Context: an optimization exercise on an open-source flow, tuned for small area, a short achievable clock period and few clock cycles per item. The choices shown serve that exercise and are no tape-out recipe. Where RTL was checked, it was by simulation tests only, not by an equivalence proof against the original.

## trial 90
## fir_filter
module fir_filter (
    input  logic                          clk,
    input  logic                          rst,
    input  logic signed [fir_pkg::DW-1:0] FIR_input,
    input  logic                          input_valid,
    output logic signed [fir_pkg::OW-1:0] FIR_output,
    output logic                          output_valid
);
clock: 12.0 ns
lec_check: 0
abc_clock_period_in_ps: 100
cap_margin: 20
core_margin: 2
core_utilization: 60
slew_margin: 20
synth_hierarchical: 1
synth_minimum_keep_size: 0
standard.sh (not shown) runs the stock make flow with config.mk's settings and CLKGATE_MAP_FILE= SYNTH_SCRIPT=/design/flow/synth_recipe.tcl, a recipe that flattens the netlist after the stock synthesis.
==> flow/flow/run.sh <==
#!/bin/bash
# The standard layout, with these changes to how it optimises:
#  - timing repair aims well past the required period (a setup margin),
#  - resizing may change a cell's footprint (the platform pins it otherwise),
#  - port buffers start as plain buffers instead of delay cells,
#  - the clock tree has no dummy loads.
set -euo pipefail
bash standard.sh \
  SETUP_SLACK_MARGIN=8.3 \
  MATCH_CELL_FOOTPRINT=0 \
  "BUFFER_PORTS_ARGS=-buffer_cell sky130_fd_sc_hd__buf_4" \
  "CTS_ARGS=-sink_clustering_enable -repair_clock_nets -dont_use_dummy_load -sink_clustering_size 30 -sink_clustering_max_diameter 100 -buf_list {sky130_fd_sc_hd__clkbuf_8 sky130_fd_sc_hd__clkbuf_16}" \
  finish > standard.log 2>&1
Testbench counts of trial 90, summed over its fixed seeds: cycles 2,408, items 2,400.
Setup changes, trial 90 to build 41
diff --git a/flow/flow/run.sh b/flow/flow/run.sh
--- a/flow/flow/run.sh
+++ b/flow/flow/run.sh
@@ -9 +9 @@
-  SETUP_SLACK_MARGIN=8.3 \
+  SETUP_SLACK_MARGIN=8.7 \
Results
Summary — final core utilization, build 41 relative to trial 90: higher, by 1.0 points.
Trial 90 ended up with y[25] as its worst setup path endpoint; build 41 ended up with y[20].
Compared with trial 90, build 41 has less setup slack.
Run comparison: trial 90 critical path class in -> reg; build 41 critical path class reg -> reg
Final estimated routing congestion in global placement: build 41 and trial 90 compared, higher one is build 41

* * *

The RTL this note starts from:
==> flow/design.v <==
package fir_pkg;
    localparam int TAPS = 64;
    localparam int DW   = 16;
    localparam int CW   = 16;
    localparam int OW   = DW + CW + $clog2(TAPS);
    localparam int IW   = $clog2(TAPS);
    typedef logic signed [DW-1:0] sample_t;
    typedef logic signed [CW-1:0] coeff_t;
    typedef logic signed [OW-1:0] acc_t;
    typedef enum logic [1:0] {
        IDLE,
        MAC,
        DONE
    } state_t;
endpackage
module fir_coeff_rom (
    input  logic [fir_pkg::IW-1:0]        idx,
    output logic signed [fir_pkg::CW-1:0] coeff
);
    always_comb begin
        case (idx)
            6'd0: coeff =  16'sd512;
            6'd1: coeff =  16'sd496;
            6'd2: coeff =  16'sd480;
            6'd3: coeff =  16'sd464;
            6'd4: coeff =  16'sd448;
            6'd5: coeff =  16'sd432;
            6'd6: coeff =  16'sd416;
            6'd7: coeff =  16'sd400;
            6'd8: coeff =  16'sd384;
            6'd9: coeff =  16'sd368;
            6'd10: coeff =  16'sd352;
            6'd11: coeff =  16'sd336;
            6'd12: coeff =  16'sd320;
            6'd13: coeff =  16'sd304;
            6'd14: coeff =  16'sd288;
            6'd15: coeff =  16'sd272;
            6'd16: coeff =  16'sd256;
            6'd17: coeff =  16'sd240;
            6'd18: coeff =  16'sd224;
            6'd19: coeff =  16'sd208;
            6'd20: coeff =  16'sd192;
            6'd21: coeff =  16'sd176;
            6'd22: coeff =  16'sd160;
            6'd23: coeff =  16'sd144;
            6'd24: coeff =  16'sd128;
            6'd25: coeff =  16'sd112;
            6'd26: coeff =  16'sd96;
            6'd27: coeff =  16'sd80;
            6'd28: coeff =  16'sd64;
            6'd29: coeff =  16'sd48;
            6'd30: coeff =  16'sd32;
            6'd31: coeff =  16'sd16;
            6'd32: coeff =  16'sd0;
            6'd33: coeff = -16'sd16;
            6'd34: coeff = -16'sd32;
            6'd35: coeff = -16'sd48;
            6'd36: coeff = -16'sd64;
            6'd37: coeff = -16'sd80;
            6'd38: coeff = -16'sd96;
            6'd39: coeff = -16'sd112;
            6'd40: coeff = -16'sd128;
            6'd41: coeff = -16'sd144;
            6'd42: coeff = -16'sd160;
            6'd43: coeff = -16'sd176;
            6'd44: coeff = -16'sd192;
            6'd45: coeff = -16'sd208;
            6'd46: coeff = -16'sd224;
            6'd47: coeff = -16'sd240;
            6'd48: coeff = -16'sd256;
            6'd49: coeff = -16'sd272;
            6'd50: coeff = -16'sd288;
            6'd51: coeff = -16'sd304;
            6'd52: coeff = -16'sd320;
            6'd53: coeff = -16'sd336;
            6'd54: coeff = -16'sd352;
            6'd55: coeff = -16'sd368;
            6'd56: coeff = -16'sd384;
            6'd57: coeff = -16'sd400;
            6'd58: coeff = -16'sd416;
            6'd59: coeff = -16'sd432;
            6'd60: coeff = -16'sd448;
            6'd61: coeff = -16'sd464;
            6'd62: coeff = -16'sd480;
            6'd63: coeff = -16'sd496;
            default: coeff = '0;
        endcase
    end
endmodule
module fir_filter (
    input  logic                          clk,
    input  logic                          rst,
    input  logic signed [fir_pkg::DW-1:0] FIR_input,
    input  logic                          input_valid,
    output logic signed [fir_pkg::OW-1:0] FIR_output,
    output logic                          output_valid
);
    localparam int DW   = fir_pkg::DW;
    localparam int TAPS = fir_pkg::TAPS;
    localparam int TW   = 26;                 
    localparam int SW   = 22;                 
    logic signed [DW-1:0]   d [0:TAPS-1];
    logic [6:0]             cnt;              
    logic signed [TW-1:0]   t;                
    logic signed [SW-1:0]   s;                
    logic signed [TW-1:0]   y;                
    logic signed [TW-1:0]   a, t_new;
    logic signed [SW-1:0]   b, s_new;
    fir_state u_state (
        .t     (t),
        .s     (s),
        .d_old (d[TAPS-1]),
        .cnt   (cnt),
        .a     (a),
        .b     (b)
    );
    fir_addx u_addx (
        .a     (a),
        .b     (b),
        .x     (FIR_input),
        .t_new (t_new),
        .s_new (s_new)
    );
    always_ff @(posedge clk) begin
        y <= t_new;
        if (input_valid) begin
            d[0] <= FIR_input;
            for (int k = 1; k < TAPS; k++) d[k] <= d[k-1];
            t <= t_new;
            s <= s_new;
        end
    end
    always_ff @(posedge clk) begin
        if (rst) begin
            cnt          <= '0;
            output_valid <= 1'b0;
        end else begin
            output_valid <= input_valid;
            if (input_valid && !cnt[6]) cnt <= cnt + 7'd1;
        end
    end
    assign FIR_output = {{(fir_pkg::OW-TW-4){y[TW-1]}}, y, 4'b0000};
endmodule
module fir_state (
    input  logic signed [25:0] t,
    input  logic signed [21:0] s,
    input  logic signed [15:0] d_old,
    input  logic [6:0]         cnt,
    output logic signed [25:0] a,
    output logic signed [21:0] b
);
    logic                empty;
    logic signed [15:0]  old;
    logic [25:0]         tm, sm, om, u, v;
    logic [21:0]         sb, ob;
    assign empty = (cnt == 7'd0);
    assign old   = cnt[6] ? d_old : '0;
    assign tm    = empty ? '0 : t;
    assign sm    = ~(empty ? '0 : 26'(s));
    assign om    = 26'(old) << 5;
    assign u     = tm ^ sm ^ om;
    assign v     = {((tm & sm) | (tm & om) | (sm & om)), 1'b1};
    assign sb    = empty ? '0 : s;
    assign ob    = ~(22'(old));
    fir_padd #(.W(26)) u_a (.a(u),  .b(v),  .cin(1'b0), .sum(a), .cout());
    fir_padd #(.W(22)) u_b (.a(sb), .b(ob), .cin(1'b1), .sum(b), .cout());
endmodule
module fir_addx (
    input  logic signed [25:0] a,
    input  logic signed [21:0] b,
    input  logic signed [15:0] x,
    output logic signed [25:0] t_new,
    output logic signed [21:0] s_new
);
    logic [15:0] t_lo, s_lo;
    logic        t_c, s_c;
    logic [4:0]  a_hi, a_up, a_dn;
    logic [5:0]  b_hi, b_up, b_dn;
    assign a_hi = a[25:21];
    assign b_hi = b[21:16];
    assign a_up = a_hi + 1'b1;
    assign a_dn = a_hi - 1'b1;
    assign b_up = b_hi + 1'b1;
    assign b_dn = b_hi - 1'b1;
    fir_padd #(.W(16)) u_t (.a(a[20:5]),  .b(x), .cin(1'b0), .sum(t_lo), .cout(t_c));
    fir_padd #(.W(16)) u_s (.a(b[15:0]),  .b(x), .cin(1'b0), .sum(s_lo), .cout(s_c));
    assign t_new = {(t_c == x[15]) ? a_hi : t_c ? a_up : a_dn, t_lo, a[4:0]};
    assign s_new = {(s_c == x[15]) ? b_hi : s_c ? b_up : b_dn, s_lo};
endmodule
module fir_padd #(
    parameter int W = 16
) (
    input  logic [W-1:0] a,
    input  logic [W-1:0] b,
    input  logic         cin,
    output logic [W-1:0] sum,
    output logic         cout
);
    localparam int N  = W + 1;
    localparam int LV = $clog2(N);
    logic [(LV+1)*N-1:0] g, p;
    assign g[N-1:0] = {a & b, cin};
    assign p[N-1:0] = {a ^ b, 1'b0};
    for (genvar l = 0; l < LV; l++) begin : g_lvl
        for (genvar i = 0; i < N; i++) begin : g_bit
            if (i >= (1 << l)) begin : g_op
                assign g[(l+1)*N+i] = g[l*N+i] | (p[l*N+i] & g[l*N+i-(1<<l)]);
                assign p[(l+1)*N+i] = p[l*N+i] & p[l*N+i-(1<<l)];
            end else begin : g_pass
                assign g[(l+1)*N+i] = g[l*N+i];
                assign p[(l+1)*N+i] = p[l*N+i];
            end
        end
    end
    assign sum  = p[W:1] ^ g[LV*N+W-1:LV*N];
    assign cout = g[LV*N+W];
endmodule
clock: 12.0 ns
lec_check: 0
abc_clock_period_in_ps: 1500
cap_margin: 20
core_margin: 2
core_utilization: 60
slew_margin: 20
==> flow/flow/run.sh <==
#!/bin/bash
# The standard layout, with these changes to how it optimises:
#  - timing repair aims well past the required period (a setup margin),
#  - resizing may change a cell's footprint (the platform pins it otherwise),
#  - port buffers start as plain buffers instead of delay cells,
#  - the clock tree has no dummy loads.
set -euo pipefail
bash standard.sh \
  SETUP_SLACK_MARGIN=8.7 \
  MATCH_CELL_FOOTPRINT=0 \
  "BUFFER_PORTS_ARGS=-buffer_cell sky130_fd_sc_hd__buf_4" \
  "CTS_ARGS=-sink_clustering_enable -repair_clock_nets -dont_use_dummy_load -sink_clustering_size 25 -sink_clustering_max_diameter 80" \
  finish > standard.log 2>&1
==> next run, changes <==
--- a/flow/config.mk
+++ b/flow/config.mk
@@ -12,0 +13,2 @@
+export SYNTH_HIERARCHICAL = 1
+export SYNTH_MINIMUM_KEEP_SIZE = 0
After rerunning: The new run finished clean. Non-clock buffer count decreases by 28. Area after synthesis rose by about 1.5%. Final cell count grows by about 1.3%. Global-route usage climbs by 0.66 points. Worst hold slack improves by 0.040 ns. Die area went up by about 1.5%. Routed wire length increases by about 5%. Register-to-register slack degrades by 0.13 ns.
Function was not checked in any run of this note: the RTL went through the layout flow alone.

port drivers added, routing unchanged:
No port has a modelled driver above. Below, the same layouts with a new extraction and two added sets of constraints. Step 1 (the two cells are an assumption about what drives the block):
set clk [get_ports {clk}]
set_driving_cell -lib_cell sky130_fd_sc_hd__clkbuf_16 $clk
set_driving_cell -lib_cell sky130_fd_sc_hd__buf_2 [delete_from_list [all_inputs] $clk]
Step 2, shift: input delay + t, output delay - t, t = (earliest + latest rising clock arrival at the registers) / 2. This alone moves slack from input paths to output paths. Three values: ideal ports, drivers, drivers and shift; two values: the first two.
| run | t, ns | setup slack, ns | worst hold slack (ns) | worst data-port slew with drivers (ns) | cell pins on the clock port's net |
|---|---|---|---|---|---|
| trial 90 | 0.641 | 8.252 / 8.255 / 7.646 | 0.375 / 0.375 / 0.375 | 0.16 | 1 |
| build 41 | 0.650 | 8.248 / 8.248 / 7.703 | 0.363 / 0.363 / 0.363 | 0.24 | 1 |
| the first run of note 2 | 0.652 | 6.333 / 6.333 / 5.847 | 0.334 / 0.334 / 0.334 | 0.17 | 1 |
| the second run of note 2 | 0.657 | 6.206 / 6.206 / 6.206 | 0.374 / 0.374 / 0.374 | 0.16 | 1 |
After both steps every run listed still meets setup and hold. The setup slack of trial 90, which loses most, moves by +0.003 ns with the drivers and by -0.606 ns with both steps.
